This design comes from an exercise in tuning for small area, a short achievable clock period and few clock cycles on the open sky130 flow, not from production work.
RTL that was checked went through simulation tests only; none was proved equivalent to the original.
The RTL of runs 1 to 3 was laid out without a check of its function.
Power is estimated from default activity; no workload was simulated.

[run.sh]
#!/bin/bash
# synth_recipe.tcl (not shown) runs the flow's synth.tcl, then flattens the netlist and writes it again
# the make line also repeats each setting of config.mk as NAME=value (left out here)
make -C /OpenROAD-flow-scripts/flow DESIGN_CONFIG=/design/flow/config.mk WORK_HOME=/design/flow/orfs CLKGATE_MAP_FILE= SYNTH_SCRIPT=/design/flow/synth_recipe.tcl finish
[design.v]
package pipeline;
  localparam int XLEN = 64;
  typedef struct packed {
    logic [2:0]      funct3;
    logic            mm_re;
    logic            mm_we;
    logic            atomic;
    logic [4:0]      funct5;
    logic [XLEN-1:0] mm_addr;
    logic [4:0]      rd_addr;
    logic [XLEN-1:0] data;
  } memory_signals;
endpackage
module lsu #(
  parameter int XLEN = pipeline::XLEN
) (
  input  logic                  clk,
  input  logic                  reset,
  input  logic                  in_valid,
  output logic                  in_ready,
  input  pipeline::memory_signals signals_in,
  output logic                  dbus_req,
  output logic                  dbus_we,
  output logic [XLEN-1:0]       dbus_addr,
  output logic [XLEN/8-1:0]     dbus_sel,
  output logic [XLEN-1:0]       dbus_wdata,
  input  logic                  dbus_ack,
  input  logic [XLEN-1:0]       dbus_rdata,
  output logic                  wb_valid,
  output logic                  wb_we,
  output logic [4:0]            wb_rd_addr,
  output logic [XLEN-1:0]       wb_rd_data,
  output logic                  misaligned
);
  logic [2:0]  f3;
  logic [4:0]  f5;
  logic [63:0] addr, data;
  logic [2:0]  lane;
  assign f3   = signals_in.funct3;
  assign f5   = signals_in.funct5;
  assign addr = signals_in.mm_addr;
  assign data = signals_in.data;
  assign lane = addr[2:0];
  logic        amo_cmp_q, amo_wr_q;
  logic [63:0] res_q;
  logic        sc_seen_q, sc_ok_q;
  logic        resv_valid_q;
  logic [60:0] resv_tag_q;
  logic        wb_valid_q, wb_we_q, misaligned_q;
  logic [4:0]  wb_rd_addr_q;
  logic [63:0] wb_data_q;
  logic        is_mem, is_lr, is_sc, is_amo, is_store, is_load, mis, sc_ok, sc_wait, sc_pass;
  logic        need_bus, accept, amo_alu, amo_rd_ack;
  always_comb begin
    is_mem   = signals_in.mm_re | signals_in.mm_we | signals_in.atomic;
    is_lr    = signals_in.atomic & ~signals_in.mm_we;
    is_sc    = signals_in.atomic & ~signals_in.mm_re;
    is_amo   = signals_in.atomic & signals_in.mm_re & signals_in.mm_we;
    is_store = signals_in.mm_we & ~signals_in.atomic;
    is_load  = signals_in.mm_re & ~signals_in.mm_we;
    case (f3[1:0])
      2'b01:   mis = lane[0];
      2'b10:   mis = |lane[1:0];
      2'b11:   mis = |lane[2:0];
      default: mis = 1'b0;
    endcase
    amo_alu  = f5[4] | (f5[3:2] == 2'b00 & ~f5[0]);
    sc_ok    = resv_valid_q & (resv_tag_q == addr[63:3]);
    sc_wait  = is_sc & ~mis & ~sc_seen_q;
    sc_pass  = sc_seen_q & sc_ok_q;
    need_bus = in_valid & is_mem & ~mis & (~is_sc | sc_pass) & ~amo_cmp_q;
    in_ready = ~sc_wait & ~amo_cmp_q & (~need_bus | (dbus_ack & (~is_amo | amo_wr_q)));
    accept   = in_valid & in_ready;
    amo_rd_ack = need_bus & is_amo & ~amo_wr_q & dbus_ack;
  end
  logic [7:0]  ld_b0, ld_b1;
  logic [15:0] ld_h1;
  logic        ld_sign, ld_fill;
  logic [63:0] load_ext;
  always_comb begin
    ld_b0 = dbus_rdata[{lane, 3'b000} +: 8];
    ld_b1 = dbus_rdata[{lane[2:1], 4'b1000} +: 8];
    ld_h1 = lane[2] ? dbus_rdata[63:48] : dbus_rdata[31:16];
    case (f3[1:0])
      2'b00:   ld_sign = ld_b0[7];
      2'b01:   ld_sign = ld_b1[7];
      default: ld_sign = ld_h1[15];
    endcase
    ld_fill  = ~f3[2] & ld_sign;
    load_ext = {(f3[1:0] == 2'b11) ? dbus_rdata[63:32] : {32{ld_fill}},
                f3[1]              ? ld_h1             : {16{ld_fill}},
                (f3[1:0] != 2'b00) ? ld_b1             : {8{ld_fill}},
                ld_b0};
  end
  logic [63:0] rep;
  always_comb begin
    case (f3[1:0])
      2'b00:   rep = {8{data[7:0]}};
      2'b01:   rep = {4{data[15:0]}};
      2'b10:   rep = {2{data[31:0]}};
      default: rep = data;
    endcase
  end
  logic        w_op, minmax, uns, mx, c32, c64, lt, pick;
  logic [63:0] logic_res, logic_out, a, b, bx, r, alu_out;
  logic [65:0] sum;
  always_comb begin
    w_op   = ~f3[0];
    minmax = f5[4];
    uns    = f5[3];
    mx     = f5[2];
    if (f5[0])                    logic_res = data;
    else if (f5[3:2] == 2'b01)    logic_res = load_ext ^ data;
    else if (f5[3:2] == 2'b11)    logic_res = load_ext & data;
    else                          logic_res = load_ext | data;
    logic_out = w_op ? {logic_res[31:0], logic_res[31:0]} : logic_res;
    a      = wb_data_q;
    b      = res_q;
    bx     = minmax ? ~b : b;
    sum    = {a, 1'b1} + {bx, minmax};
    c32    = sum[33] ^ a[32] ^ bx[32];
    c64    = sum[65];
    if (w_op) lt = (~uns & (a[31] ^ b[31])) ? a[31] : ~c32;
    else      lt = (~uns & (a[63] ^ b[63])) ? a[63] : ~c64;
    pick   = lt ^ mx;    
    r      = minmax ? (pick ? a : b) : sum[64:1];
    alu_out = w_op ? {r[31:0], r[31:0]} : r;
  end
  always_comb begin
    dbus_req   = need_bus;
    dbus_we    = is_store | is_sc | (is_amo & amo_wr_q);
    dbus_addr  = {addr[63:3], 3'b000};
    case (f3[1:0])
      2'b00:   dbus_sel = 8'h01 << lane;
      2'b01:   dbus_sel = 8'h03 << lane;
      2'b10:   dbus_sel = 8'h0f << lane;
      default: dbus_sel = 8'hff;
    endcase
    dbus_wdata = amo_wr_q ? res_q : rep;
    wb_valid   = wb_valid_q;
    wb_we      = wb_we_q;
    wb_rd_addr = wb_rd_addr_q;
    misaligned = misaligned_q;
    wb_rd_data = wb_data_q;
  end
  always_ff @(posedge clk) begin
    if (reset) begin
      amo_cmp_q    <= 1'b0;
      amo_wr_q     <= 1'b0;
      resv_valid_q <= 1'b0;
      sc_seen_q    <= 1'b0;
      wb_valid_q   <= 1'b0;
    end else begin
      amo_cmp_q  <= amo_rd_ack & amo_alu;
      if (amo_rd_ack & ~amo_alu) amo_wr_q <= 1'b1;
      if (amo_cmp_q) amo_wr_q <= 1'b1;
      if (need_bus & is_amo & amo_wr_q & dbus_ack) amo_wr_q <= 1'b0;
      sc_seen_q  <= in_valid & is_sc & ~accept;
      wb_valid_q <= accept;
      if (accept & is_sc) resv_valid_q <= 1'b0;
      if (accept & is_lr & ~mis) resv_valid_q <= 1'b1;
    end
  end
  always_ff @(posedge clk) begin
    if (accept & is_lr & ~mis) resv_tag_q <= addr[63:3];
    sc_ok_q      <= sc_ok;
    wb_we_q      <= (signals_in.rd_addr != 5'd0) & ~(is_mem & mis) & ~is_store;
    wb_rd_addr_q <= signals_in.rd_addr;
    misaligned_q <= is_mem & mis;
    if (~amo_cmp_q & ~amo_wr_q)
      wb_data_q <= ({64{~is_mem}} & data)
                 | ({64{(is_load | is_amo) & ~mis}} & load_ext)
                 | {63'd0, is_sc & ~mis & ~sc_ok_q};
    if (amo_cmp_q)      res_q <= alu_out;
    else if (~amo_wr_q) res_q <= amo_alu ? data : logic_out;
  end
endmodule
module lsu_top (
  input  logic        clk,
  input  logic        reset,
  input  logic        in_valid,
  output logic        in_ready,
  input  logic [2:0]  in_funct3,
  input  logic        in_mm_re,
  input  logic        in_mm_we,
  input  logic        in_atomic,
  input  logic [4:0]  in_funct5,
  input  logic [63:0] in_addr,
  input  logic [4:0]  in_rd_addr,
  input  logic [63:0] in_data,
  output logic        dbus_req,
  output logic        dbus_we,
  output logic [63:0] dbus_addr,
  output logic [7:0]  dbus_sel,
  output logic [63:0] dbus_wdata,
  input  logic        dbus_ack,
  input  logic [63:0] dbus_rdata,
  output logic        wb_valid,
  output logic        wb_we,
  output logic [4:0]  wb_rd_addr,
  output logic [63:0] wb_rd_data,
  output logic        misaligned
);
  pipeline::memory_signals sig;
  assign sig.funct3  = in_funct3;
  assign sig.mm_re   = in_mm_re;
  assign sig.mm_we   = in_mm_we;
  assign sig.atomic  = in_atomic;
  assign sig.funct5  = in_funct5;
  assign sig.mm_addr = in_addr;
  assign sig.rd_addr = in_rd_addr;
  assign sig.data    = in_data;
  lsu u_lsu (
    .clk(clk), .reset(reset), .in_valid(in_valid), .in_ready(in_ready),
    .signals_in(sig), .dbus_req(dbus_req), .dbus_we(dbus_we),
    .dbus_addr(dbus_addr), .dbus_sel(dbus_sel), .dbus_wdata(dbus_wdata),
    .dbus_ack(dbus_ack), .dbus_rdata(dbus_rdata), .wb_valid(wb_valid),
    .wb_we(wb_we), .wb_rd_addr(wb_rd_addr), .wb_rd_data(wb_rd_data),
    .misaligned(misaligned)
  );
endmodule
[constraint.sdc]
create_clock -name core_clock -period 8.0 [get_ports {clk}]
set_input_delay 1.6000 -clock core_clock [delete_from_list [all_inputs] [get_ports {clk}]]
set_output_delay 1.6000 -clock core_clock [all_outputs]
set_load 0.01 [all_outputs]
[config.mk]
export PLATFORM = sky130hd
export DESIGN_NAME = lsu_top
export DESIGN_NICKNAME = lsu_top
export VERILOG_FILES = /design/flow/design.v
export SDC_FILE = /design/flow/constraint.sdc
export NUM_CORES = 4
export LEC_CHECK = 0
export CAP_MARGIN = 20
export CORE_MARGIN = 2
export CORE_UTILIZATION = 40
export SETUP_SLACK_MARGIN = 4.4
export SLEW_MARGIN = 20
==> flow_summary.ini, run 1 <==
[global_routing]
grt_max_degree = 65
grt_pass1_wl_microns = 154000
grt_overflow = 0
grt_pass1_vias = 22000
antenna_found_initial = 4
grt_usage_pct = 37.5

[critical_path]
cpMostUsedCell = o211ai_1
worstPathRequired_ns = 8.27
arrival_ns = 5.50
cp_max_fo = 5
r2r-end = u_lsu.res_q[35]
startpoint = in_funct5[4]
path_class = primary input to flop
critPathCaptureType = flop
worstRegToRegCells = 17
critPathMaxStageDelay_ns = 0.36
start_kind = primary input
slowest_stage = ha_1
regToRegStartpoint = u_lsu.res_q[0]
endpoint = u_lsu.res_q[35]
worstPathCellList = buf_16, xor2_1, ha_1, o211ai_1, o211ai_1, a32oi_2, buf_4, a211o_1, o211ai_1, mux2i_1, nor4_4, buf_6, xor2_4, buf_12, buf_16, mux2_4, o21ai_4, a211oi_2
regToRegSetupSlack_ns = 3.35

[drt]
drt_wl_total_microns = 110000
drc_errors = 0
dr.pass1.iters = 6
wl_per_cell_microns = 29.5
vias = 23400
drtAntennaViolNets = 0
drt_first_iter_violations = 2964
via_per_inst = 6.28

[finish]
area_growth_pct = 43.2
final_net_count = 3419
fillerInstances = 4737
drive_gt1_share_pct = 30.4

[logic_synthesis]
ys.warnings.count = 1
yosysUniqueCellTypes = 82
synthAdderAreaFrac_pct = 11.3
synth.area.mux_share_pct = 9.66
ys_ff_latch = 202
synth-compound-area-share_pct = 24.5
synth_top_family_by_area = compound AO/OA/AOI/OAI gates
yosysTopAreaCell = edfxtp_1
yosysSeqAreaShare_pct = 27.4
synth_area_sq_um = 21600
synthXorXnorAreaFrac_pct = 6.72
syn_inst = 2567
synthArstFlopShare_pct = 0
synth_edf_count = 189
ys_top_cells_by_area = edfxtp_1 26%, ha_1 11%, o21ai_0 6.3%
synth-simple-area-share_pct = 11.5
syn_area_per_cell_sq_um = 8.43
synth.top_cell.area_share_pct = 26.2
ys.flop_type = edfxtp_1

[cts]
htree_levels = 1
cts_sinks = 202
clk_latency_ns = 0.58
cts_buffers = 24
ctsHoldBuffers = 0
clkTransAtPathRegs_ns = 0.06
cts_root_buf = clkbuf_16
clockBufferDepth = 3
cts_tree = built

[floorplan]
die_area_sq_um = 56000
core_sq_um = 53700
pin_count = 423
chipHeight_microns = 237
start_util_pct = 40.3
rows = 85
die_w_microns = 237

[sta]
rsz0062_at_grt = yes
worstMarginPinSlew_ns = 0.961
setup_viol = 0
clock.fmax_mhz = 191
skew_ns = 0.0293
hold_viol = 0
period_minus_slack_ns = 5.23
slew_viol_final = 0
final.setup.tns_ns = 0
slew_headroom_pct = 34.1
finalCritPeriodShare_pct = 65.3

[power]
p_leak_nw = 13.3
powerDensity_nw_per_um2 = 173
power.total_mw = 5.35
vdd_drop_max_v = 0.000113

[place]
place.gp.congestion = 0.997
portBuffers = 418
hpwl_microns = 82900

[hold_path]
hold_path_class = flop to flop

[job]
max-cap-violations = 0

[run_status]
status = complete, no violations
power by group:
part | internal (mW) | total [mW] | switching [mW]
logic | 1.21 | 2.81 | 1.59
clock network | 0.651 | 1.15 | 0.499
registers | 1.25 | 1.39 | 0.140
total | 3.12 | 5.35 | 2.23
stage by stage:
stage	setup slack (ns)	hold WS (ns)	cells	utilization (%)	instance area, sq um
2_1_floorplan	2.30	0.444	2569	-	22700
4_1_cts	2.86	0.503	3671	55.7	29900
3_3_place_gp	0.936	0.482	3479	49.3	26500
5_1_grt	2.67	0.553	3726	57.7	31000
3_5_place_dp	0.881	0.490	3479	49.3	26500
6_report	2.77	0.514	3727	57.7	31000
timing repair:
item | in CTS | in global routing
gates cloned | 18 | 7
resized for setup | 1254 | 164
pin swaps | 121 | 91
setup endpoints to repair | 362 | 286
buffers inserted | 130 | 47
cell usage after synthesis, drive strengths merged (8+ instances only):
cell type,n
a31o,9
nor2,98
a21o,43
a221oi,53
a31oi,14
a21oi,205
or3,8
a221o,16
nor2b,32
mux4,16
mux2i,93
xor2,118
inv,192
o21ai,273
xnor2,46
a222oi,8
nor4,15
dfxtp,13
nand3,22
and2,8
buf,103
o221a,12
ha,196
edfxtp,189
o31ai,18
o22ai,21
a22oi,14
o21bai,12
nand2,294
clkbuf,138
nor3,13
and3,15
mux2,71
o211ai,34
o21a,11
nand4,23
a211oi,46
logic make-up (layout without fill, tap and decap cells):
group                    after synthesis  in the layout
multiplexers                         180            180
XOR/XNOR                             164            166
AND/OR/NAND/NOR                      555            555
AO/OA/AOI/OAI                        835            838
flip-flops                           202            202
buffers and inverters                434            889
adder cells (fa/ha/maj)              196            196
other                                  1              5
worst min path at each step:
stage                         end  depth (start not counted)                from
2_1_floorplan  u_lsu.resv_valid_q                          2  u_lsu.resv_valid_q
3_3_place_gp   u_lsu.resv_valid_q                          2  u_lsu.resv_valid_q
3_5_place_dp   u_lsu.resv_valid_q                          2  u_lsu.resv_valid_q
4_1_cts        u_lsu.resv_valid_q                          2  u_lsu.resv_valid_q
5_1_grt        u_lsu.resv_valid_q                          2  u_lsu.resv_valid_q
6_report       u_lsu.resv_valid_q                          2  u_lsu.resv_valid_q
flip-flops by register name, indices dropped and copies added (netlist names):
| register | cells |
|---|---|
| u_lsu.resv_valid_q | 1 |
| u_lsu.amo_cmp_q | 1 |
| u_lsu.sc_ok_q | 1 |
| u_lsu.resv_tag_q | 61 |
| u_lsu.wb_rd_addr_q | 5 |
| u_lsu.sc_seen_q | 1 |
| u_lsu.wb_data_q | 64 |
| u_lsu.res_q | 64 |
| u_lsu.amo_wr_q | 1 |
| u_lsu.wb_we_q | 1 |
| u_lsu.misaligned_q | 1 |
| u_lsu.wb_valid_q | 1 |
layer usage:
metal | global-route usage [%] | up-vias | share of wire, %
met3 | 6.57 | 293 | 10
met2 | 56.8 | 1493 | 43
li1 | - | 10200 | -
met5 | 0 | - | 0.012
met4 | 21.2 | 2 | 6.7
met1 | 50.4 | 11400 | 40
cells in the final DEF (no fill, tap or decap), types with 34 or more instances in the layout:
cell type	Yosys	routed
a21oi_1	203	136
mux2i_1	93	79
buf_6	3	89
a221oi_1	51	38
nand2_1	294	266
mux2_2	67	48
clkdlybuf4s50_1	0	173
edfxtp_1	189	189
xnor2_1	46	45
nor2_1	97	87
a21o_1	43	42
ha_1	196	177
o21ai_0	272	144
o21ai_1	1	44
buf_4	64	116
a21oi_2	1	39
inv_1	192	181
o211ai_1	34	34
o21ai_2	0	62
buf_2	7	128
a211oi_1	46	35
xor2_1	117	111
worst max-delay path: cells and delay by family:
| family | cells | cell delay, ns |
|---|---|---|
| AOI/OAI and AO/OA | 7 | 1.53 |
| buffers and inverters | 5 | 0.79 |
| muxes | 2 | 0.47 |
| xor gates and xnor gates | 2 | 0.36 |
| adders and majority gates | 1 | 0.36 |
| and+or+nand+nor | 1 | 0.36 |
area by class of cell:
type / instances / area [sq um] / area share [%]
Clock buffer: 27 / 612 / 1.97
Clock inverter: 17 / 186 / 0.601
Multi-Input combinational cell: 1938 / 16200 / 52.2
Tap cell: 696 / 871 / 2.81
Antenna cell: 2 / 5.00 / 0.0161
Timing Repair Buffer: 652 / 6430 / 20.7
Sequential cell: 202 / 5940 / 19.2
Inverter: 193 / 782 / 2.52
==> run 2, diff against run 1 <==
--- a/config.mk
+++ b/config.mk
@@ -10,3 +10,3 @@
 export CORE_UTILIZATION = 40
-export SETUP_SLACK_MARGIN = 4.4
+export SETUP_SLACK_MARGIN = 3.8
 export SLEW_MARGIN = 20
==> run 2 against run 1 <==
Register-to-register slack better by 0.19 ns. Still clean on timing, DRC and antenna. Highest routed layer unchanged. Fmax up 2.7%. Power up 3.0%. First-iteration DRC count up 4.7%. Final area up 1.7%. Critical endpoint is now u_lsu.res_q[17]. Routed wire length down 0.17%. Clock skew down 0.0043 ns. Sequential cell count unchanged.
==> flow_summary.ini, run 2 <==
[cts]
cts_tree = built
cts_buffers = 24
clkTransAtPathRegs_ns = 0.07
clk_latency_ns = 0.58
cts_sinks = 202
htree_levels = 1
cts_root_buf = clkbuf_16
clockBufferDepth = 3

[critical_path]
regToRegSetupSlack_ns = 3.54
critPathMaxStageDelay_ns = 0.41
worstPathCellList = buf_16, buf_16, buf_12, xor2_1, ha_1, a21o_1, a21o_1, a221o_1, nand2_1, a21oi_1, nor4_4, buf_6, xor2_4, buf_12, buf_8, mux2_4, a21oi_4, a22oi_1
worstPathRequired_ns = 8.30
start_kind = primary input
startpoint = in_funct5[4]
arrival_ns = 5.39
critPathCaptureType = flop
cp_max_fo = 27
path_class = primary input to flop
regToRegStartpoint = u_lsu.res_q[25]
worstRegToRegCells = 17
endpoint = u_lsu.res_q[17]
r2r-end = u_lsu.res_q[17]
slowest_stage = ha_1

[drt]
wl_per_cell_microns = 29.4
via_per_inst = 6.27
drtAntennaViolNets = 0
dr.pass1.iters = 6
drc_errors = 0
drt_first_iter_violations = 3103
drt_wl_total_microns = 110000
vias = 23400

[logic_synthesis]
yosysMostFrequentCell = nand2_1
syn_inst = 2567
ys.flop_type = edfxtp_1
ys_top_cells_by_area = edfxtp_1 26%, ha_1 11%, o21ai_0 6.3%
synthArstFlopShare_pct = 0
yosysUniqueCellTypes = 82
synth_edf_count = 189
synthTopCellsByCount = 294 x nand2_1, 272 x o21ai_0, 203 x a21oi_1
synth_area_sq_um = 21600
syn_area_per_cell_sq_um = 8.43
ys.warnings.count = 1
yosysSeqAreaShare_pct = 27.4
yosysTopAreaCell = edfxtp_1
ys_ff_latch = 202
synth.top_cell.area_share_pct = 26.2

[finish]
layout.area.seq_sq_um = 5940
reg.largest.list = u_lsu.res_q x64, u_lsu.wb_data_q x64, u_lsu.resv_tag_q x61
multiInputGateArea_sq_um = 16500
layoutNonFillerInstCount = 3729
final_net_count = 3424
diodes = 0
drive_gt1_share_pct = 28.3
layout_commonest_cell = nand2_1
area_growth_pct = 45.6
fillerInstances = 4607
mostFrequentLayoutCells = 261 x nand2_1, 231 x clkdlybuf4s50_1, 189 x edfxtp_1

[place]
hpwl_microns = 81400
place_ws_ns = 0.938
portBuffers = 418
placed_cells = 3477
place.gp.congestion = 1.02

[sta]
period_minus_slack_ns = 5.09
finalWorstSetupSlack_ns = 2.91
skew_ns = 0.0250
worstMarginPinSlew_ns = 1.06
clock.fmax_mhz = 197
hold_viol = 0
finalCritPeriodShare_pct = 63.6
rsz0062_at_grt = yes
final.setup.tns_ns = 0
setup_viol = 0
slew_headroom_pct = 29.5
slew_viol_final = 0

[floorplan]
die_area_sq_um = 56000
rows = 85
start_util_pct = 40.3
pin_count = 423
chipHeight_microns = 237
die_w_microns = 237
core_sq_um = 53700

[global_routing]
grt_pass1_wl_microns = 153000
antenna_found_initial = 3
grt_overflow = 0
grt_pass1_vias = 21900
grt_max_degree = 86
grt_usage_pct = 37.2

[run_status]
status = complete, no violations

[power]
vdd_drop_max_v = 0.000137
p_leak_nw = 13.3
powerDensity_nw_per_um2 = 175

[job]
max-cap-violations = 0

[hold_path]
hold_path_class = flop to flop
-- run 2: cell count changes in the layout (fill, tap and decap cells not counted), sizes merged --
| cell | change |
|---|---|
| dlygate4sd2 | +65 |
| xnor2 | -1 |
| clkbuf | -14 |
| clkdlybuf4s15 | -41 |
| dlymetal6s2s | +8 |
| bufbuf | +1 |
| clkdlybuf4s50 | +58 |
| bufinv | +1 |
| buf | -73 |
| diode | -2 |
| clkinv | -7 |
| clkinvlp | +5 |
| clkdlybuf4s18 | +2 |
-- run 2: report_power, final --
| part | switching [mW] | internal, mW | leakage (nW) | total (mW) |
|---|---|---|---|---|
| clock network | 0.507 | 0.688 | 0.391 | 1.19 |
| logic | 1.64 | 1.28 | 10.9 | 2.92 |
| registers | 0.144 | 1.25 | 2.10 | 1.40 |
-- run 2: area by class of cell --
| type | count | share of cell area (%) |
|---|---|---|
| Clock inverter | 16 | 0.711 |
| Multi-Input combinational cell | 1937 | 52.5 |
| Timing Repair Buffer | 658 | 20.8 |
| Inverter | 193 | 2.43 |
| Clock buffer | 27 | 1.94 |
| Sequential cell | 202 | 18.8 |
| Tap cell | 696 | 2.76 |
-- run 2: per-layer routing --
metal / vias to the layer above / GRT usage, % / wire, microns
met5: - / 0 / 44
met4: 6 / 22.4 / 8310
met3: 303 / 6.94 / 12200
met2: 1632 / 55.8 / 46300
met1: 11200 / 49.7 / 42900
li1: 10200 / - / -
-- run 2: critical path, delay by kind of cell --
| kind | cells | cell delay [ns] |
|---|---|---|
| fa+ha+maj | 1 | 0.41 |
| simple gates | 2 | 0.44 |
| buf+inv | 6 | 1.00 |
| xor+xnor | 2 | 0.33 |
| compound gates | 6 | 1.24 |
| mux | 1 | 0.32 |
-- run 2: how the worst min path moves through the flow --
| stage | from | to | slack [ns] | cells after the start |
|---|---|---|---|---|
| after detailed placement | u_lsu.resv_valid_q | u_lsu.resv_valid_q | 0.49 | 2 |
| after global placement | u_lsu.resv_valid_q | u_lsu.resv_valid_q | 0.47 | 2 |
| after global routing | u_lsu.resv_valid_q | u_lsu.resv_valid_q | 0.55 | 2 |
| after CTS | u_lsu.resv_valid_q | u_lsu.resv_valid_q | 0.51 | 2 |
| after floorplan | u_lsu.resv_valid_q | u_lsu.resv_valid_q | 0.44 | 2 |
| final | u_lsu.resv_valid_q | u_lsu.resv_valid_q | 0.51 | 2 |
-- run 2: cells by family after synthesis --
family | Yosys count | share of synthesized area, %
fa+ha+maj | 196 | 11.3
compound gates | 835 | 24.5
mux | 180 | 9.66
flops | 202 | 27.4
simple gates | 555 | 11.5
other cells | 1 | 0.0173
xor+xnor | 164 | 6.72
buf+inv | 434 | 8.79
-- run 2: repair_timing --
action	CTS	global route
buffers inserted	138	52
pin swaps	167	111
hold buffers	0	0
setup endpoints to repair	357	160
cloned	17	2
gates resized for setup	914	200
-- run 2: per-stage QoR --
stage / hold slack, ns / instance area [sq um] / util (%) / power (mW)
2_1_floorplan: 0.444 / 22300 / - / 2.63
3_3_place_gp: 0.472 / 26200 / 48.9 / 3.52
6_report: 0.512 / 31500 / 58.7 / 5.51
3_5_place_dp: 0.492 / 26200 / 48.9 / 3.54
5_1_grt: 0.549 / 31500 / 58.7 / 5.66
4_1_cts: 0.510 / 30200 / 56.3 / 5.23
==> run 3, diff against run 2 <==
--- a/design.v
+++ b/design.v
@@ -45,2 +45,3 @@
   logic [63:0] res_q;
+  logic [5:0]  op_q;
   logic        sc_seen_q, sc_ok_q;
@@ -52,3 +53,3 @@
   logic        is_mem, is_lr, is_sc, is_amo, is_store, is_load, mis, sc_ok, sc_wait, sc_pass;
-  logic        need_bus, accept, amo_alu, amo_rd_ack;
+  logic        need_bus, accept, amo_rd_ack;
   always_comb begin
@@ -60,9 +61,3 @@
     is_load  = signals_in.mm_re & ~signals_in.mm_we;
-    case (f3[1:0])
-      2'b01:   mis = lane[0];
-      2'b10:   mis = |lane[1:0];
-      2'b11:   mis = |lane[2:0];
-      default: mis = 1'b0;
-    endcase
-    amo_alu  = f5[4] | (f5[3:2] == 2'b00 & ~f5[0]);
+    mis      = (lane[0] & (f3[1] | f3[0])) | (lane[1] & f3[1]) | (lane[2] & f3[1] & f3[0]);
     sc_ok    = resv_valid_q & (resv_tag_q == addr[63:3]);
@@ -94,9 +89,10 @@
   end
-  logic [63:0] rep;
-  always_comb begin
+  logic [63:0] src, rep;
+  always_comb begin
+    src = amo_wr_q ? res_q : data;
     case (f3[1:0])
-      2'b00:   rep = {8{data[7:0]}};
-      2'b01:   rep = {4{data[15:0]}};
-      2'b10:   rep = {2{data[31:0]}};
-      default: rep = data;
+      2'b00:   rep = {8{src[7:0]}};
+      2'b01:   rep = {4{src[15:0]}};
+      2'b10:   rep = {2{src[31:0]}};
+      default: rep = src;
     endcase
@@ -104,17 +100,12 @@
   logic        w_op, minmax, uns, mx, c32, c64, lt, pick;
-  logic [63:0] logic_res, logic_out, a, b, bx, r, alu_out;
+  logic [63:0] a, b, bx, r;
   logic [65:0] sum;
   always_comb begin
-    w_op   = ~f3[0];
-    minmax = f5[4];
-    uns    = f5[3];
-    mx     = f5[2];
-    if (f5[0])                    logic_res = data;
-    else if (f5[3:2] == 2'b01)    logic_res = load_ext ^ data;
-    else if (f5[3:2] == 2'b11)    logic_res = load_ext & data;
-    else                          logic_res = load_ext | data;
-    logic_out = w_op ? {logic_res[31:0], logic_res[31:0]} : logic_res;
+    minmax = op_q[4];
+    uns    = op_q[3];
+    mx     = op_q[2];
+    w_op   = op_q[5];
     a      = wb_data_q;
-    b      = res_q;
-    bx     = minmax ? ~b : b;
+    bx     = res_q;
+    b      = bx ^ {64{minmax}};
     sum    = {a, 1'b1} + {bx, minmax};
@@ -125,4 +116,8 @@
     pick   = lt ^ mx;    
-    r      = minmax ? (pick ? a : b) : sum[64:1];
-    alu_out = w_op ? {r[31:0], r[31:0]} : r;
+    if (minmax)                     r = pick ? a : b;
+    else if (op_q[0])               r = b;
+    else if (op_q[3:2] == 2'b00)    r = sum[64:1];
+    else if (op_q[3:2] == 2'b01)    r = a ^ b;
+    else if (op_q[3:2] == 2'b11)    r = a & b;
+    else                            r = a | b;
   end
@@ -132,9 +127,6 @@
     dbus_addr  = {addr[63:3], 3'b000};
-    case (f3[1:0])
-      2'b00:   dbus_sel = 8'h01 << lane;
-      2'b01:   dbus_sel = 8'h03 << lane;
-      2'b10:   dbus_sel = 8'h0f << lane;
-      default: dbus_sel = 8'hff;
-    endcase
-    dbus_wdata = amo_wr_q ? res_q : rep;
+    for (int k = 0; k < 8; k++)
+      dbus_sel[k] = ((k[2] == lane[2]) | (f3[1] & f3[0])) & ((k[1] == lane[1]) | f3[1])
+                  & ((k[0] == lane[0]) | f3[1] | f3[0]);
+    dbus_wdata = rep;
     wb_valid   = wb_valid_q;
@@ -153,4 +145,3 @@
     end else begin
-      amo_cmp_q  <= amo_rd_ack & amo_alu;
-      if (amo_rd_ack & ~amo_alu) amo_wr_q <= 1'b1;
+      amo_cmp_q  <= amo_rd_ack;
       if (amo_cmp_q) amo_wr_q <= 1'b1;
@@ -173,4 +164,5 @@
                  | {63'd0, is_sc & ~mis & ~sc_ok_q};
-    if (amo_cmp_q)      res_q <= alu_out;
-    else if (~amo_wr_q) res_q <= amo_alu ? data : logic_out;
+    op_q         <= {~f3[0], f5};
+    if (amo_cmp_q)      res_q <= r;
+    else if (~amo_wr_q) res_q <= data ^ {64{f5[4]}};
   end
--- a/config.mk
+++ b/config.mk
@@ -10,3 +10,3 @@
 export CORE_UTILIZATION = 40
-export SETUP_SLACK_MARGIN = 3.8
+export SETUP_SLACK_MARGIN = 3.7
 export SLEW_MARGIN = 20
==> run 3 against run 2 <==
Via count increased by 2.5%. Register-to-register slack improved by 0.14 ns. Setup slack improved by 0.60 ns. Largest cell class unchanged. First-iteration DRC count increased by 4.4%. Sequential power about the same. Sequential share of layout area increased by 1.2 points. Combinational power decreased by 26%.
==> flow_summary.ini, run 3 <==
[run_status]
status = complete, no violations

[critical_path]
arrival_ns = 2.89
cp_max_fo = 4
worstPathCellList = buf_12, buf_12, clkinvlp_4, buf_6, nor2_4, buf_6, buf_6, nor2_4, a21oi_4, buf_6
regToRegSetupSlack_ns = 3.68
startpoint = in_funct3[0]
cpMostUsedCell = buf_6
path_class = primary input to primary output
critPathCaptureType = primary output
slowest_stage = nor2_4
critPathMaxStageDelay_ns = 0.21
worstPathRequired_ns = 6.40
r2r-end = u_lsu.res_q[60]
start_kind = primary input
path_delay_family = buffers and inverters
crit_buf_inv = 7
regToRegStartpoint = u_lsu.wb_data_q[31]
worstRegToRegCells = 13

[sta]
slew_headroom_pct = 14.5
skew_ns = 0.0214
worstMarginPinSlew_ns = 1.28
finalWorstSetupSlack_ns = 3.51
clock.fmax_mhz = 223
finalCritPeriodShare_pct = 56.2
final.setup.tns_ns = 0
hold_viol = 0
setup_viol = 0
period_minus_slack_ns = 4.49
slew_viol_final = 0
timing.hold.ws_ns = 0.494
rsz0062_at_grt = yes

[global_routing]
antenna_found_initial = 15
grt_usage_pct = 36.2
grt_overflow = 0
grt_max_degree = 96
grt_pass1_vias = 22100
grt_pass1_wl_microns = 152000

[logic_synthesis]
synthArstFlopShare_pct = 0
ys.warnings.count = 1
syn_inst = 2660
ys.flop_type = edfxtp_1
synth_edf_count = 189
yosysUniqueCellTypes = 87
synth.top_cell.area_share_pct = 25.6
synthTopCellsByCount = 263 x nand2_1, 237 x o21ai_0, 206 x inv_1
yosysSeqAreaShare_pct = 27.2
ys_top_cells_by_area = edfxtp_1 26%, ha_1 11%, xor2_1 6.4%
yosysMostFrequentCell = nand2_1
syn_area_per_cell_sq_um = 8.34
yosysTopAreaCell = edfxtp_1
synth_area_sq_um = 22200
ys_ff_latch = 207

[cts]
cts_root_buf = clkbuf_16
cts_sinks = 207
htree_levels = 1
clockBufferDepth = 3
clkTransAtPathRegs_ns = 0.06
cts_buffers = 27
clk_latency_ns = 0.61
ctsHoldBuffers = 0
cts_tree = built

[hold_path]
min_to = u_lsu.resv_valid_q
holdCritStartpoint = u_lsu.resv_valid_q
hold_path_class = flop to flop
hold_path_depth = 2

[floorplan]
die_w_microns = 240
pin_count = 423
chipHeight_microns = 240
core_sq_um = 55000
start_util_pct = 40.4
die_area_sq_um = 57400
rows = 86

[drt]
dr.pass1.iters = 7
drt_first_iter_violations = 3241
drtAntennaViolNets = 0
vias = 24000
drc_errors = 0
via_per_inst = 6.23
drt_wl_total_microns = 109000
wl_per_cell_microns = 28.4

[finish]
final_net_count = 3482
reg.largest.list = u_lsu.res_q x64, u_lsu.wb_data_q x64, u_lsu.resv_tag_q x61
area_growth_pct = 35.8
drive_gt1_share_pct = 18.6
layout_commonest_cell = nand2_1
mostFrequentLayoutCells = 255 x nand2_1, 234 x clkdlybuf4s50_1, 215 x o21ai_0
fillerInstances = 4976

[place]
place_ws_ns = 2.01
portBuffers = 418
hpwl_microns = 73900
place.gp.congestion = 1.00

[power]
vdd_drop_max_v = 0.000174
powerDensity_nw_per_um2 = 159
p_leak_nw = 12.5

[job]
max-cap-violations = 0
[run 3: changes by cell type in the layout (fill, tap and decap cells not counted), sizes merged, moves of 19 or more]
cell / change
nor2: +98
mux2: -48
xor2: +44
buf: -36
o21ai: -35
a221oi: -33
dlygate4sd2: -33
nand2: -30
nor2b: -23
xnor2: +23
nand2b: +22
nor3: +20
a21oi: -19
[run 3: routing by layer]
| layer | GRT usage [%] | wire length, microns | up-vias |
|---|---|---|---|
| met2 | 54.0 | 46300 | 1834 |
| met5 | 0 | 99 | - |
| met4 | 24.1 | 8660 | 16 |
| met1 | 45.5 | 40200 | 11300 |
| li1 | - | - | 10300 |
| met3 | 10.2 | 14100 | 440 |
[run 3: worst max-delay path by stage]
| stage | slack [ns] | to | depth (start not counted) |
|---|---|---|---|
| 2_1_floorplan | 3.71 | dbus_sel[7] | 5 |
| 3_3_place_gp | 2.10 | in_ready | 8 |
| 3_5_place_dp | 2.01 | in_ready | 8 |
| 4_1_cts | 3.47 | dbus_wdata[44] | 6 |
| 5_1_grt | 3.47 | in_ready | 9 |
| 6_report | 3.51 | dbus_wdata[32] | 10 |
[run 3: metrics by stage]
step | power (mW) | instances | instance area (sq um) | util [%]
after floorplan | 2.42 | 2662 | 22200 | -
after global placement | 3.08 | 3622 | 26500 | 48.2
final | 4.79 | 3850 | 30100 | 54.8
after global routing | 4.94 | 3846 | 30100 | 54.8
after CTS | 4.63 | 3795 | 29300 | 53.3
after detailed placement | 3.12 | 3622 | 26500 | 48.2
[run 3: cell type report]
type | instances | area, sq um | share of cell area, %
Multi-Input combinational cell | 2010 | 15400 | 51.1
Timing Repair Buffer | 624 | 6070 | 20.1
Sequential cell | 207 | 6050 | 20.1
Tap cell | 748 | 936 | 3.11
Inverter | 207 | 808 | 2.68
Clock buffer | 33 | 698 | 2.32
Clock inverter | 17 | 155 | 0.515
Antenna cell | 4 | 10.0 | 0.0332
[run 3: what timing repair did]
action / CTS / global route
setup endpoints to repair: 258 / 141
endpoints found under the hold margin: 0 / 0
pin swaps: 41 / 46
setup buffers: 111 / 49
cloned: 12 / 2
gates resized for setup: 639 / 191
[run 3: cells by family after synthesis]
| group | Yosys count | synth area share [%] |
|---|---|---|
| AND/OR/NAND/NOR | 666 | 13.5 |
| flip-flops | 207 | 27.2 |
| multiplexers | 154 | 8.71 |
| other | 1 | 0.0169 |
| XOR/XNOR | 233 | 9.34 |
| buffers and inverters | 447 | 8.78 |
| AO/OA/AOI/OAI | 759 | 21.5 |
| adder cells (fa/ha/maj) | 193 | 10.9 |
[run 3: where the power goes]
part,switching [mW],internal (mW),total [mW]
Clock,0.565,0.688,1.25
Sequential,0.119,1.27,1.39
Combinational,1.23,0.926,2.15
[run 3: tightest hold or removal path: stages, from the launching register on]
cell and delay, ns:
dfxtp_1 0.31, o21ai_0 0.07, a21oi_1 0.07
==> run 4, diff against run 3 <==
--- a/design.v
+++ b/design.v
@@ -100,4 +100,4 @@
   logic        w_op, minmax, uns, mx, c32, c64, lt, pick;
-  logic [63:0] a, b, bx, r;
-  logic [65:0] sum;
+  logic [63:0] a, b, bx, r, hx, hc;
+  logic [64:0] pa, pb, pp, pg, gg, gp;
   always_comb begin
@@ -110,5 +110,22 @@
     b      = bx ^ {64{minmax}};
-    sum    = {a, 1'b1} + {bx, minmax};
-    c32    = sum[33] ^ a[32] ^ bx[32];
-    c64    = sum[65];
+    pa     = {a, 1'b1};
+    pb     = {bx, minmax};
+    pp     = pa ^ pb;
+    pg     = pa & pb;
+    gg     = pg;
+    gp     = pp;
+    for (int d = 1; d < 65; d = d * 2)
+      for (int k = 2 * d - 1; k < 65; k = k + 2 * d) begin
+        gg[k] = gg[k] | (gp[k] & gg[k - d]);
+        gp[k] = gp[k] & gp[k - d];
+      end
+    for (int d = 32; d >= 1; d = d / 2)
+      for (int k = 3 * d - 1; k < 65; k = k + 2 * d) begin
+        gg[k] = gg[k] | (gp[k] & gg[k - d]);
+        gp[k] = gp[k] & gp[k - d];
+      end
+    hx     = pp[64:1];    
+    hc     = pg[64:1];    
+    c32    = gg[32];
+    c64    = gg[64];
     if (w_op) lt = (~uns & (a[31] ^ b[31])) ? a[31] : ~c32;
@@ -118,6 +135,6 @@
     else if (op_q[0])               r = b;
-    else if (op_q[3:2] == 2'b00)    r = sum[64:1];
-    else if (op_q[3:2] == 2'b01)    r = a ^ b;
-    else if (op_q[3:2] == 2'b11)    r = a & b;
-    else                            r = a | b;
+    else if (op_q[3:2] == 2'b00)    r = hx ^ gg[63:0];
+    else if (op_q[3:2] == 2'b01)    r = hx;
+    else if (op_q[3:2] == 2'b11)    r = hc;
+    else                            r = hx | hc;
   end
==> flow/run.sh (new file) <==
#!/bin/bash
# The standard layout (standard.sh: the standard flow's own ORFS flow and synthesis, unchanged), with the
# port buffers that placement inserts made sky130_fd_sc_hd__buf_1 instead of the default cell.
set -euo pipefail
export BUFFER_PORTS_ARGS="-buffer_cell sky130_fd_sc_hd__buf_1"
bash standard.sh > standard_flow.log 2>&1
==> standard.sh (new file) <==
#!/bin/bash
# synth_recipe.tcl (not shown) runs the flow's synth.tcl, then flattens the netlist and writes it again
# the make line also repeats each setting of config.mk as NAME=value (left out here)
make -C /OpenROAD-flow-scripts/flow DESIGN_CONFIG=/design/flow/config.mk WORK_HOME=/design/flow/orfs CLKGATE_MAP_FILE= SYNTH_SCRIPT=/design/flow/synth_recipe.tcl "${@:-finish}"
--- a/config.mk
+++ b/config.mk
@@ -9,3 +9,3 @@
 export CORE_MARGIN = 2
-export CORE_UTILIZATION = 40
+export CORE_UTILIZATION = 55
 export SETUP_SLACK_MARGIN = 3.7
removed: run.sh
==> run 4 against run 3 <==
Still clean. Combinational power is 29% lower. Critical path depth up 10. Global-route usage increased by 5.4 points. Die area fell by 36%. Hold slack improved by 0.0088 ns. Synthesized cell count shrank 17%. Register-to-register slack worse by 0.58 ns. Sequential cell count is the same. Final cell count decreased by 19%. Clock-buffer cell count grew 4.
==> flow_summary.ini, run 4 <==
[drt]
wl_per_cell_microns = 25.8
drtAntennaViolNets = 0
wl_met2_microns = 35700
drt_first_iter_violations = 2261
via_per_inst = 6.23
met1_length_microns = 29400
dr.pass1.iters = 6
drc_errors = 0
top_layer = met5
vias = 19400
drt_wl_total_microns = 80100
route.met3.wl_microns = 8890

[critical_path]
slowest_stage = edfxtp_1
path_delay_family = compound AO/OA/AOI/OAI gates
path_class = flop to flop
start_kind = flop
worstPathCellList = inv_1, ha_4, o211ai_1, a21oi_4, o21ai_4, o21ai_2, a21o_1, a31o_4, a221o_1, a41oi_2, a211o_1, fa_2, o21a_1, nor2_2, o31a_4, xor2_4, buf_8, mux2i_1, a21oi_1, mux2_4
startpoint = u_lsu.wb_data_q[2]
cp_max_fo = 4
critPathMaxStageDelay_ns = 0.43
worstPathRequired_ns = 8.31
crit_buf_inv = 2
arrival_ns = 5.21
critPathCaptureType = flop
regToRegStartpoint = u_lsu.wb_data_q[2]

[sta]
setup_viol = 0
slew_viol_final = 0
skew_ns = 0.0305
period_minus_slack_ns = 4.90
rsz0062_at_grt = yes
hold_viol = 0
clock.fmax_mhz = 204
worstMarginPinSlew_ns = 1.04
final.setup.tns_ns = 0
finalCritPeriodShare_pct = 61.2
slew_headroom_pct = 30.9

[logic_synthesis]
synth_area_sq_um = 19400
yosysTopAreaCell = edfxtp_1
synth_edf_count = 189
syn_area_per_cell_sq_um = 8.83
yosysMostFrequentCell = nand2_1
ys_ff_latch = 207
synth.top_cell.area_share_pct = 29.2
syn_inst = 2201
yosysUniqueCellTypes = 59
synthTopCellsByCount = 263 x nand2_1, 205 x inv_1, 189 x edfxtp_1, 189 x nor2_1, 149 x o21ai_0
synthArstFlopShare_pct = 0
ys.flop_type = edfxtp_1
ys_top_cells_by_area = edfxtp_1 29%, ha_1 8.2%, mux2i_1 6.5%
ys.warnings.count = 1
yosysSeqAreaShare_pct = 31.1

[finish]
area_growth_pct = 25.6
reg.largest.list = u_lsu.res_q x64, u_lsu.wb_data_q x64, u_lsu.resv_tag_q x61
layout_commonest_cell = buf_1
layoutNonFillerInstCount = 3109
mostFrequentLayoutCells = 370 x buf_1, 253 x nand2_1, 189 x edfxtp_1
drive_gt1_share_pct = 18.4
final_net_count = 3002

[cts]
ctsHoldBuffers = 0
cts_tree = built
htree_levels = 1
cts_root_buf = clkbuf_16
cts_sinks = 207
clk_latency_ns = 0.57
cts_buffers = 27
clockBufferDepth = 3
clkTransAtPathRegs_ns = 0.07

[power]
vdd_drop_max_v = 0.000194
p_leak_nw = 9.83
powerDensity_nw_per_um2 = 170

[global_routing]
grt_overflow = 0
grt_pass1_wl_microns = 113000
grt_usage_pct = 41.6
grt_max_degree = 84
antenna_found_initial = 5
grt_pass1_vias = 18000

[job]
max-cap-violations = 0

[hold_path]
holdCritStartpoint = u_lsu.resv_valid_q
hold_path_class = flop to flop

[floorplan]
chipHeight_microns = 192
core_sq_um = 34600
pin_count = 423
rows = 68
die_area_sq_um = 36900
die_w_microns = 192
start_util_pct = 56.1

[place]
place.gp.congestion = 0.927
portBuffers = 418
hpwl_microns = 53600
placed_cells = 2896

[run_status]
status = complete, no violations
==> run 4: cell count changes in the layout (fill, tap and decap cells not counted), sizes merged, moves of 59 or more <==
cell           previous run  this run
buf                     279       573
clkdlybuf4s50           234         0
o211ai                   21       124
xor2                    163        69
a21oi                   186       112
ha                      192       128
o21ai                   238       179
==> run 4: final cells by class <==
cell class,count,area (sq um)
antenna,4,10.0
clock buffer,37,713
clock inverter,13,146
fill,2751,10200
inverter,207,795
multi-input combinational,1587,12400
sequential,207,6050
tap,455,569
timing repair buffer,598,3710
timing repair inverter,1,7.51
==> run 4: per-stage QoR <==
| stage | setup WS, ns | area (sq um) | hold WS [ns] | power, mW | utilization (%) |
|---|---|---|---|---|---|
| final | 3.10 | 24400 | 0.503 | 4.14 | 70.5 |
| after global routing | 2.96 | 24400 | 0.531 | 4.28 | 70.5 |
| after CTS | 3.33 | 23600 | 0.504 | 3.99 | 68.0 |
| after detailed placement | 2.13 | 20900 | 0.488 | 2.54 | 60.3 |
| after global placement | 2.18 | 20900 | 0.490 | 2.50 | 60.3 |
| after floorplan | 3.70 | 19600 | 0.444 | 2.16 | - |
==> run 4: path summary, 6_finish.rpt <==
kind	end	slack (ns)	cells after the start
max	u_lsu.res_q[63]	3.10	20
min	u_lsu.resv_valid_q	0.50	2
max reg2reg	u_lsu.res_q[63]	3.10	20
min reg2reg	u_lsu.resv_valid_q	0.50	2
==> run 4: worst min-delay path: cells and delay by family, from the launching register on <==
family          cells  cell delay (ns)
compound gates      2             0.14
flops               1             0.32
==> run 4: routing by layer <==
metal  vias up  track usage [%]
li1       8549                -
met1      9231             52.3
met2      1274             65.0
met3       312             9.76
met4         2             25.5
met5         -                0
==> run 4: kinds of logic (layout without fill, tap and decap cells) <==
kind of cell,count (synthesis),in the layout,synth area share [%]
multiplexers,188,188,12.1
XOR/XNOR,140,142,6.31
AND/OR/NAND/NOR,528,528,11.2
buffers and inverters,411,856,9.28
other,1,7,0.0193
adder cells (fa/ha/maj),161,161,11.6
flip-flops,207,207,31.1
AO/OA/AOI/OAI,565,565,18.4
==> run 4: timing repair <==
item | 4_1_cts | 5_1_grt
endpoints found under the setup margin | 222 | 137
buffers inserted | 94 | 45
cloned | 17 | 3
gates resized for setup | 185 | 134
pin swaps | 39 | 33
endpoints found under the hold margin | 0 | 0
==> run 4: power by group <==
part	total [mW]	internal (mW)	switching (mW)
clock network	1.24	0.719	0.522
registers	1.37	1.27	0.101
logic	1.53	0.668	0.864
Testbench counts of run 4, summed over its fixed seeds: cycles 8,991.
==> run 5, diff against run 4 <==
--- a/design.v
+++ b/design.v
@@ -101,3 +101,4 @@
   logic [63:0] a, b, bx, r, hx, hc;
-  logic [64:0] pa, pb, pp, pg, gg, gp;
+  logic [64:0] pa, pb, pp, pg;
+  logic [65:0] sum;
   always_comb begin
@@ -114,27 +115,16 @@
     pg     = pa & pb;
-    gg     = pg;
-    gp     = pp;
-    for (int d = 1; d < 65; d = d * 2)
-      for (int k = 2 * d - 1; k < 65; k = k + 2 * d) begin
-        gg[k] = gg[k] | (gp[k] & gg[k - d]);
-        gp[k] = gp[k] & gp[k - d];
-      end
-    for (int d = 32; d >= 1; d = d / 2)
-      for (int k = 3 * d - 1; k < 65; k = k + 2 * d) begin
-        gg[k] = gg[k] | (gp[k] & gg[k - d]);
-        gp[k] = gp[k] & gp[k - d];
-      end
+    sum    = pa + pb;
     hx     = pp[64:1];    
     hc     = pg[64:1];    
-    c32    = gg[32];
-    c64    = gg[64];
+    c32    = sum[33] ^ pp[33];
+    c64    = sum[65];
     if (w_op) lt = (~uns & (a[31] ^ b[31])) ? a[31] : ~c32;
     else      lt = (~uns & (a[63] ^ b[63])) ? a[63] : ~c64;
-    pick   = lt ^ mx;    
-    if (minmax)                     r = pick ? a : b;
-    else if (op_q[0])               r = b;
-    else if (op_q[3:2] == 2'b00)    r = hx ^ gg[63:0];
-    else if (op_q[3:2] == 2'b01)    r = hx;
-    else if (op_q[3:2] == 2'b11)    r = hc;
-    else                            r = hx | hc;
+    pick   = minmax & (lt ^ mx);    
+    r      = ({64{minmax | op_q[0]}} & b)
+           | ({64{~minmax & ~op_q[0] & (op_q[3:2] == 2'b00)}} & sum[64:1])
+           | ({64{~minmax & ~op_q[0] & (op_q[3:2] == 2'b01)}} & hx)
+           | ({64{~minmax & ~op_q[0] & op_q[3]}} & hc)
+           | ({64{~minmax & ~op_q[0] & (op_q[3:2] == 2'b10)}} & hx);
+    r      = pick ? a : r;
   end
--- a/config.mk
+++ b/config.mk
@@ -9,4 +9,5 @@
 export CORE_MARGIN = 2
-export CORE_UTILIZATION = 55
+export CORE_UTILIZATION = 60
 export SETUP_SLACK_MARGIN = 3.7
 export SLEW_MARGIN = 20
+export TNS_END_PERCENT = 0
==> run 5 against run 4 <==
Still clean. Clock power grew 12%. Final cell count shrank 4.7%. Area after synthesis shrank 2.3%. Register-to-register slack gained 0.56 ns. Global-route usage grew 8.9 points. Core utilization shrank 0.66 points. First-iteration DRC count grew 65%. Sequential power is essentially flat. Via count grew 11%. Clock skew shrank 0.013 ns. Largest power group is now sequential cells.
==> flow_summary.ini, run 5 <==
[sta]
finalCritPeriodShare_pct = 56.2
slew_headroom_pct = 27.8
final.setup.tns_ns = 0
finalWorstSetupSlack_ns = 3.50
setup_viol = 0
skew_ns = 0.0178
timing.hold.ws_ns = 0.601
worstMarginPinSlew_ns = 1.08
clock.fmax_mhz = 222
rsz0062_at_grt = yes
period_minus_slack_ns = 4.50
slew_viol_final = 0
hold_viol = 0

[place]
place_ws_ns = 2.35
placed_cells = 2864
place.gp.congestion = 1.07
portBuffers = 418
hpwl_microns = 64600

[drt]
drt_wl_total_microns = 87800
drc_errors = 0
via_per_inst = 7.24
drtAntennaViolNets = 0
drt_first_iter_violations = 3723
dr.pass1.iters = 9
wl_per_cell_microns = 29.6
vias = 21500

[logic_synthesis]
yosysMostFrequentCell = nand2_1
ys.flop_type = edfxtp_1
synthTopCellsByCount = 250 x nand2_1, 222 x a21oi_1, 197 x nor2_1
syn_inst = 2242
ys_top_cells_by_area = edfxtp_1 30%, a21oi_1 5.9%, mux2i_1 5.4%
syn_area_per_cell_sq_um = 8.47
ys.warnings.count = 1
yosysUniqueCellTypes = 86
synth_area_sq_um = 19000
yosysTopAreaCell = edfxtp_1
yosysSeqAreaShare_pct = 31.8
synth.top_cell.area_share_pct = 29.9
synth_edf_count = 189
synthArstFlopShare_pct = 0
ys_ff_latch = 207

[cts]
cts_buffers = 26
cts_tree = built
clkTransAtPathRegs_ns = 0.06
ctsHoldBuffers = 0
cts_sinks = 207
clockBufferDepth = 3
clk_latency_ns = 0.59
cts_root_buf = clkbuf_16
htree_levels = 1

[global_routing]
grt_overflow = 0
grt_max_degree = 77
grt_pass1_wl_microns = 124000
antenna_found_initial = 21
grt_usage_pct = 50.5
grt_pass1_vias = 19200

[critical_path]
regToRegSetupSlack_ns = 3.66
cpMostUsedCell = buf_1
path_class = primary input to primary output
critPathCaptureType = primary output
arrival_ns = 2.90
start_kind = primary input
slowest_stage = a21boi_1
worstPathRequired_ns = 6.40
worstPathCellList = buf_1, mux2i_1, nand2_1, o21ai_0, a21boi_1, buf_1
cp_max_fo = 4
critPathMaxStageDelay_ns = 0.38
worstRegToRegCells = 11

[floorplan]
pin_count = 423
die_w_microns = 182
start_util_pct = 60.5
die_area_sq_um = 33100
core_sq_um = 31400
chipHeight_microns = 182
rows = 65

[hold_path]
hold_path_depth = 3
hold_path_class = flop to flop

[power]
powerDensity_nw_per_um2 = 183
vdd_drop_max_v = 0.000241
p_leak_nw = 8.18

[run_status]
status = complete, no violations

[finish]
mostFrequentLayoutCells = 402 x buf_1, 249 x nand2_1, 212 x a21oi_1
area_growth_pct = 15.5
fillerInstances = 2534
layout_commonest_cell = buf_1
fin_util_pct = 69.8
reg.largest.list = u_lsu.res_q x64, u_lsu.wb_data_q x64, u_lsu.resv_tag_q x61
final_net_count = 2798
layoutNonFillerInstCount = 2964
drive_gt1_share_pct = 8.98

[job]
max-cap-violations = 0
## run 5: cell count changes in the layout (fill, tap and decap cells not counted), moves of 54 or more
cell / delta
inv_1: -161
o21ai_0: +57
a21oi_1: +122
ha_1: -54
o211ai_1: -117
buf_4: -89
a221oi_1: +76
## run 5: worst paths after layout
path | start | end
worst min register to register | u_lsu.resv_tag_q[24] | u_lsu.sc_ok_q
worst max register to register | u_lsu.op_q[4] | u_lsu.res_q[47]
worst min-delay path | u_lsu.resv_tag_q[24] | u_lsu.sc_ok_q
worst max-delay path | in_data[14] | dbus_wdata[30]
## run 5: logic make-up after synthesis
group	after synthesis	synth area share (%)
flip-flops	207	31.8
multiplexers	139	8.19
AO/OA/AOI/OAI	813	28.4
buffers and inverters	256	6.67
XOR/XNOR	119	5.49
AND/OR/NAND/NOR	642	15.2
other	1	0.0198
adder cells (fa/ha/maj)	65	4.32
## run 5: layout make-up
class	instances	area, sq um	area share, %
clock buffer	28	658	3.00
timing repair buffer	475	2360	10.8
inverter	30	124	0.565
sequential	207	6050	27.6
antenna	22	55.1	0.251
tap	402	503	2.29
clock inverter	19	322	1.47
multi-input combinational	1781	11900	54.1
## run 5: report_power, final
part / switching (mW) / internal, mW
sequential: 0.130 / 1.27
combinational: 0.807 / 0.432
clock: 0.532 / 0.854
total: 1.47 / 2.55
## run 5: what timing repair did
item                                    CTS  global route
gates resized for setup                  56            21
cloned                                    6             2
endpoints found under the setup margin  147           106
pin swaps                                 4             2
buffers inserted                         17             6
## run 5: metrics by stage
stage	power, mW	cell area [sq um]
after global routing	4.10	21900
after CTS	3.91	21700
after global placement	2.50	20200
after floorplan	2.12	19000
after detailed placement	2.53	20200
final	4.02	21900
## run 5: critical path, delay by kind of cell
kind / cells / cell delay (ns)
muxes: 1 / 0.19
buffers and inverters: 2 / 0.53
and+or+nand+nor: 1 / 0.11
AOI/OAI and AO/OA: 2 / 0.47
## run 5: metal layers
metal	up-vias	track usage [%]	share of wire (%)
met2	2106	71.5	41
met3	399	17.0	17
li1	9013	-	-
met4	0	32.0	7.9
met1	9956	66.1	35
met5	-	0	0
Testbench counts of run 5, summed over its fixed seeds: cycles 8,991.
==> run 6, diff against run 5 <==
--- a/config.mk
+++ b/config.mk
@@ -9,5 +9,5 @@
 export CORE_MARGIN = 2
-export CORE_UTILIZATION = 60
+export CORE_UTILIZATION = 55
 export SETUP_SLACK_MARGIN = 3.7
 export SLEW_MARGIN = 20
-export TNS_END_PERCENT = 0
+export TNS_END_PERCENT = 5
==> run 6 against run 5 <==
Power shrank 2.9%. Sequential power is essentially flat. Core utilization decreased by 5.8 points. Still clean. Clock skew rose by 0.0033 ns. Critical path type unchanged.
==> flow_summary.ini, run 6 <==
[finish]
fin_util_pct = 64.0
drive_gt1_share_pct = 8.93
final_net_count = 2799
mostFrequentLayoutCells = 405 x buf_1, 249 x nand2_1, 214 x a21oi_1
reg.largest.list = u_lsu.res_q x64, u_lsu.wb_data_q x64, u_lsu.resv_tag_q x61
layout_commonest_cell = buf_1
area_growth_pct = 15.6

[sta]
slew_viol_final = 0
clock.fmax_mhz = 225
slew_headroom_pct = 26.9
period_minus_slack_ns = 4.45
finalCritPeriodShare_pct = 55.6
rsz0062_at_grt = yes
hold_viol = 0
final.setup.tns_ns = 0
setup_viol = 0
worstMarginPinSlew_ns = 1.10
skew_ns = 0.0212

[critical_path]
start_kind = primary input
cp_max_fo = 23
worstRegToRegCells = 12
arrival_ns = 2.85
worstPathRequired_ns = 6.40
critPathCaptureType = primary output
path_class = primary input to primary output

[cts]
clkTransAtPathRegs_ns = 0.06
cts_sinks = 207
cts_buffers = 26
cts_tree = built
htree_levels = 1
clk_latency_ns = 0.60
ctsHoldBuffers = 0
clockBufferDepth = 3
cts_root_buf = clkbuf_16

[drt]
drtAntennaViolNets = 0
drc_errors = 0
drt_first_iter_violations = 2928
via_per_inst = 6.94
drt_wl_total_microns = 87700
wl_per_cell_microns = 29.0
dr.pass1.iters = 6
vias = 20900

[floorplan]
rows = 68
core_sq_um = 34300
pin_count = 423
chipHeight_microns = 190
die_w_microns = 190
start_util_pct = 55.4
die_area_sq_um = 36000

[run_status]
status = complete, no violations

[global_routing]
grt_pass1_vias = 18600
grt_pass1_wl_microns = 123000
grt_max_degree = 75
antenna_found_initial = 22
grt_overflow = 0
grt_usage_pct = 46.3

[logic_synthesis]
yosysUniqueCellTypes = 86
ys.warnings.count = 1
synth.area.mux_share_pct = 8.19
synth_top_family_by_area = compound AO/OA/AOI/OAI gates
syn_inst = 2242
synth.top_cell.area_share_pct = 29.9
synth_area_sq_um = 19000
yosysTopAreaCell = edfxtp_1
synthAdderAreaFrac_pct = 4.32
ys.flop_type = edfxtp_1
synthArstFlopShare_pct = 0
synth-compound-area-share_pct = 28.4
synth-simple-area-share_pct = 15.2
synthXorXnorAreaFrac_pct = 5.49
synthTopCellsByCount = 250 x nand2_1, 222 x a21oi_1, 197 x nor2_1
synth_edf_count = 189
ys_ff_latch = 207
syn_area_per_cell_sq_um = 8.47
yosysSeqAreaShare_pct = 31.8
yosysMostFrequentCell = nand2_1
ys_top_cells_by_area = edfxtp_1 30%, a21oi_1 5.9%, mux2i_1 5.4%

[hold_path]
hold_path_depth = 2
hold_path_class = flop to flop

[place]
hpwl_microns = 65200
portBuffers = 418
place.gp.congestion = 1.05

[power]
vdd_drop_max_v = 0.000184
p_leak_nw = 8.13
powerDensity_nw_per_um2 = 178

[job]
max-cap-violations = 0
-- run 6: cell counts after synthesis --
No cell type changed its count.
-- run 6: what timing repair did --
| action | in CTS | in global routing |
|---|---|---|
| pin swaps | 6 | 4 |
| resized for setup | 54 | 31 |
| hold endpoints to repair | 0 | 0 |
| gates cloned | 6 | 1 |
| setup endpoints to repair | 84 | 86 |
| buffers inserted | 22 | 6 |
-- run 6: final timing paths --
check / from / to / slack [ns]
worst min register to register: u_lsu.resv_valid_q / u_lsu.resv_valid_q / 0.53
worst max register to register: u_lsu.wb_data_q[8] / u_lsu.res_q[15] / 3.57
worst min-delay path: u_lsu.resv_valid_q / u_lsu.resv_valid_q / 0.53
worst max-delay path: in_funct3[1] / dbus_wdata[58] / 3.55
-- run 6: per-layer routing --
metal / share of wire, % / global-route usage [%] / vias to the layer above / wire length [microns]
met2: 42 / 65.5 / 1787 / 36400
li1: - / - / 9014 / -
met3: 16 / 15.9 / 308 / 14000
met5: 0.025 / 0 / - / 22
met1: 36 / 61.8 / 9834 / 31600
met4: 6.5 / 25.9 / 4 / 5690
-- run 6: area by class of cell --
cell class | count | area, sq um
Antenna cell | 22 | 55.1
Clock buffer | 39 | 772
Clock inverter | 9 | 126
Fill cell | 3023 | 12300
Inverter | 30 | 124
Multi-Input combinational cell | 1781 | 11900
Sequential cell | 207 | 6050
Tap cell | 455 | 569
Timing Repair Buffer | 476 | 2370
-- run 6: cells by family (layout without fill, tap and decap cells) --
logic type	count (synthesis)	in the layout
AOI/OAI and AO/OA	813	813
and+or+nand+nor	642	642
buffers and inverters	256	554
DFF	207	207
muxes	139	139
xor gates and xnor gates	119	119
adders and majority gates	65	65
other	1	25
-- run 6: worst max-delay path: stages --
cell,delay (ns)
buf_12,0.11
bufbuf_16,0.30
nand2_1,0.12
o21ai_0,0.09
o21ai_0,0.36
buf_1,0.25
-- run 6: stage by stage --
step	total power, mW	instance area (sq um)	cells	hold WS [ns]	setup slack [ns]
after floorplan	2.12	19000	2244	0.444	3.54
after global placement	2.51	20200	2913	0.523	2.20
after detailed placement	2.54	20200	2914	0.529	2.47
after CTS	3.81	21700	2990	0.532	3.61
after global routing	4.00	21900	3017	0.563	3.51
final	3.90	21900	3019	0.535	3.55
-- run 6: power breakdown --
part           total (mW)  switching, mW  internal [mW]
Clock                1.27          0.534          0.735
Combinational        1.24          0.805          0.431
Sequential           1.40          0.132           1.27
==> run 7, diff against run 6 <==
--- a/design.v
+++ b/design.v
@@ -45,2 +45,3 @@
   logic [63:0] res_q;
+  logic        pick_q;
   logic [5:0]  op_q;
@@ -91,3 +92,3 @@
   always_comb begin
-    src = amo_wr_q ? res_q : data;
+    src = ~amo_wr_q ? data : (pick_q ? wb_data_q : res_q);
     case (f3[1:0])
@@ -122,3 +123,3 @@
     else      lt = (~uns & (a[63] ^ b[63])) ? a[63] : ~c64;
-    pick   = minmax & (lt ^ mx);    
+    pick   = minmax & (lt ^ mx);
     r      = ({64{minmax | op_q[0]}} & b)
@@ -128,3 +129,2 @@
            | ({64{~minmax & ~op_q[0] & (op_q[3:2] == 2'b10)}} & hx);
-    r      = pick ? a : r;
   end
@@ -173,2 +173,3 @@
     if (amo_cmp_q)      res_q <= r;
+    if (amo_cmp_q)      pick_q <= pick;
     else if (~amo_wr_q) res_q <= data ^ {64{f5[4]}};
==> run 7 against run 6 <==
Final area fell by 1.6%. Critical path depth rose by 1. Fmax fell by 1.0%. Non-clock buffer count rose by 15.
==> flow_summary.ini, run 7 <==
[sta]
clock.fmax_mhz = 223
finalCritPeriodShare_pct = 56.1
hold_viol = 0
slew_viol_final = 0
worstMarginPinSlew_ns = 1.12
setup_viol = 0
period_minus_slack_ns = 4.49
slew_headroom_pct = 25.3
skew_ns = 0.0180
rsz0062_at_grt = yes
final.setup.tns_ns = 0

[power]
combPwrFrac_pct = 30.6
vdd_drop_max_v = 0.000203
swShare_pct = 36.4
clkPwrFrac_pct = 35.0
p_leak_nw = 8.35
intPower_mw = 2.46
powerDensity_nw_per_um2 = 179
power_switching_mw = 1.41
p_seq_share_pct = 34.3

[floorplan]
die_area_sq_um = 34500
start_util_pct = 55.9
chipHeight_microns = 186
pin_count = 423
core_sq_um = 32500
die_w_microns = 186
rows = 66

[logic_synthesis]
ys_top_cells_by_area = edfxtp_1 21%, dfxtp_1 9.0%, o21ai_0 7.5%
yosysUniqueCellTypes = 84
ys_ff_latch = 208
syn_inst = 2307
synthTopCellsByCount = 274 x o21ai_0, 252 x nand2_1, 243 x a21oi_1
syn_area_per_cell_sq_um = 7.89
yosysTopAreaCell = edfxtp_1
ys.flop_type = edfxtp_1
synth.top_cell.area_share_pct = 20.8
ys.warnings.count = 1
yosysSeqAreaShare_pct = 29.8
yosysMostFrequentCell = o21ai_0
synth_area_sq_um = 18200
synthArstFlopShare_pct = 0
synth_edf_count = 126

[critical_path]
startpoint = u_lsu.pick_q
cp_max_fo = 33
cpMostUsedCell = o21ai_0
worstPathCellList = buf_12, buf_8, mux2i_1, nand2_1, o21ai_0, o21ai_0, buf_1
worstPathRequired_ns = 6.40
critPathCaptureType = primary output
regToRegStartpoint = u_lsu.op_q[4]
arrival_ns = 2.89
start_kind = flop
path_class = flop to primary output
slowest_stage = edfxtp_1
critPathMaxStageDelay_ns = 0.43

[place]
place.gp.congestion = 1.07
hpwl_microns = 61200
portBuffers = 418
placed_cell_area_sq_um = 19500

[finish]
reg.largest.list = u_lsu.res_q x64, u_lsu.wb_data_q x64, u_lsu.resv_tag_q x61
area_growth_pct = 18.7
mostFrequentLayoutCells = 394 x buf_1, 248 x nand2_1, 246 x o21ai_0
final_net_count = 2871
final_area_sq_um = 21600
drive_gt1_share_pct = 9.41
layout_commonest_cell = buf_1

[hold_path]
hold_path_class = flop to flop
holdCritStartpoint = u_lsu.resv_valid_q

[cts]
cts_sinks = 208
clkTransAtPathRegs_ns = 0.07
cts_root_buf = clkbuf_16
ctsHoldBuffers = 0
cts_tree = built
cts_buffers = 27
clockBufferDepth = 3
clk_latency_ns = 0.59
htree_levels = 1

[drt]
vias = 20700
wl_per_cell_microns = 27.5
dr.pass1.iters = 6
drtAntennaViolNets = 0
drt_first_iter_violations = 3119
drt_wl_total_microns = 84600
via_per_inst = 6.73
drc_errors = 0

[global_routing]
grt_pass1_vias = 18400
antenna_found_initial = 23
grt_max_degree = 76
grt_pass1_wl_microns = 119000
grt_overflow = 0
grt_usage_pct = 46.9

[run_status]
status = complete, no violations

[job]
max-cap-violations = 0
[run 7: final cells by class]
cell class                      instances  area [sq um]
Antenna cell                           20          50.0
Clock buffer                           34           702
Clock inverter                         16           245
Fill cell                            2934         10900
Inverter                               50           203
Multi-Input combinational cell       1816         11800
Sequential cell                       208          5440
Tap cell                              442           553
Timing Repair Buffer                  491          2620
[run 7: final timing paths]
kind / endpoint / slack [ns] / cells after the start
worst max-delay path: dbus_wdata[32] / 3.51 / 7
worst min-delay path: u_lsu.resv_valid_q / 0.50 / 2
worst max register to register: u_lsu.res_q[21] / 3.64 / 11
worst min register to register: u_lsu.resv_valid_q / 0.50 / 2
[run 7: logic make-up after synthesis]
logic type	count (synthesis)	synth area share (%)
AO/OA/AOI/OAI	850	29.1
AND/OR/NAND/NOR	647	15.6
flip-flops	208	29.8
multiplexers	128	7.70
XOR/XNOR	122	5.87
buffers and inverters	286	7.35
other	1	0.0206
adder cells (fa/ha/maj)	65	4.51
[run 7: timing repair]
action,CTS,global route
endpoints found under the setup margin,98,68
pin swaps,5,11
gates cloned,7,4
setup buffers,18,16
resized for setup,77,97
[run 7: per-layer routing]
metal / up-vias / global-route usage [%] / share of wire [%]
met4: 2 / 27.7 / 7.1
met3: 282 / 13.2 / 13
met1: 9702 / 60.2 / 36
met5: - / 0 / 0.015
met2: 1651 / 70.1 / 43
li1: 9057 / - / -
[run 7: power by group through the flow]
stage	clock [mW]	combinational (mW)	sequential (mW)
after CTS	1.35	1.10	1.32
after detailed placement	0	1.06	1.34
after floorplan	0	0.713	1.31
after global placement	0	1.04	1.34
after global routing	1.39	1.26	1.33
final	1.36	1.18	1.33
[run 7: per-stage QoR]
stage          instances  setup slack (ns)  utilization (%)  hold slack [ns]  power (mW)
2_1_floorplan       2309              3.63                -            0.448        2.02
3_3_place_gp        2962              2.66             59.8            0.473        2.38
3_5_place_dp        2962              2.64             59.8            0.484        2.40
4_1_cts             3037              3.46             64.6            0.497        3.77
5_1_grt             3076              3.51             66.4            0.539        3.98
6_report            3077              3.51             66.4            0.500        3.87
[run 7: critical path, delay by kind of cell (launching register included)]
kind / cells / cell delay [ns]
buffers and inverters: 3 / 0.92
AO/OA/AOI/OAI: 2 / 0.68
flip-flops: 1 / 0.43
multiplexers: 1 / 0.12
AND/OR/NAND/NOR: 1 / 0.12
Testbench counts of run 7, summed over its fixed seeds: cycles 8,991.

Setup slack of run 7, layout unchanged: 3.509 ns with ideal ports, 3.455 ns with driving cells assumed (clock clkbuf_16, inputs buf_2), 3.189 ns with port delays also shifted by the 0.637 ns mid clock arrival.
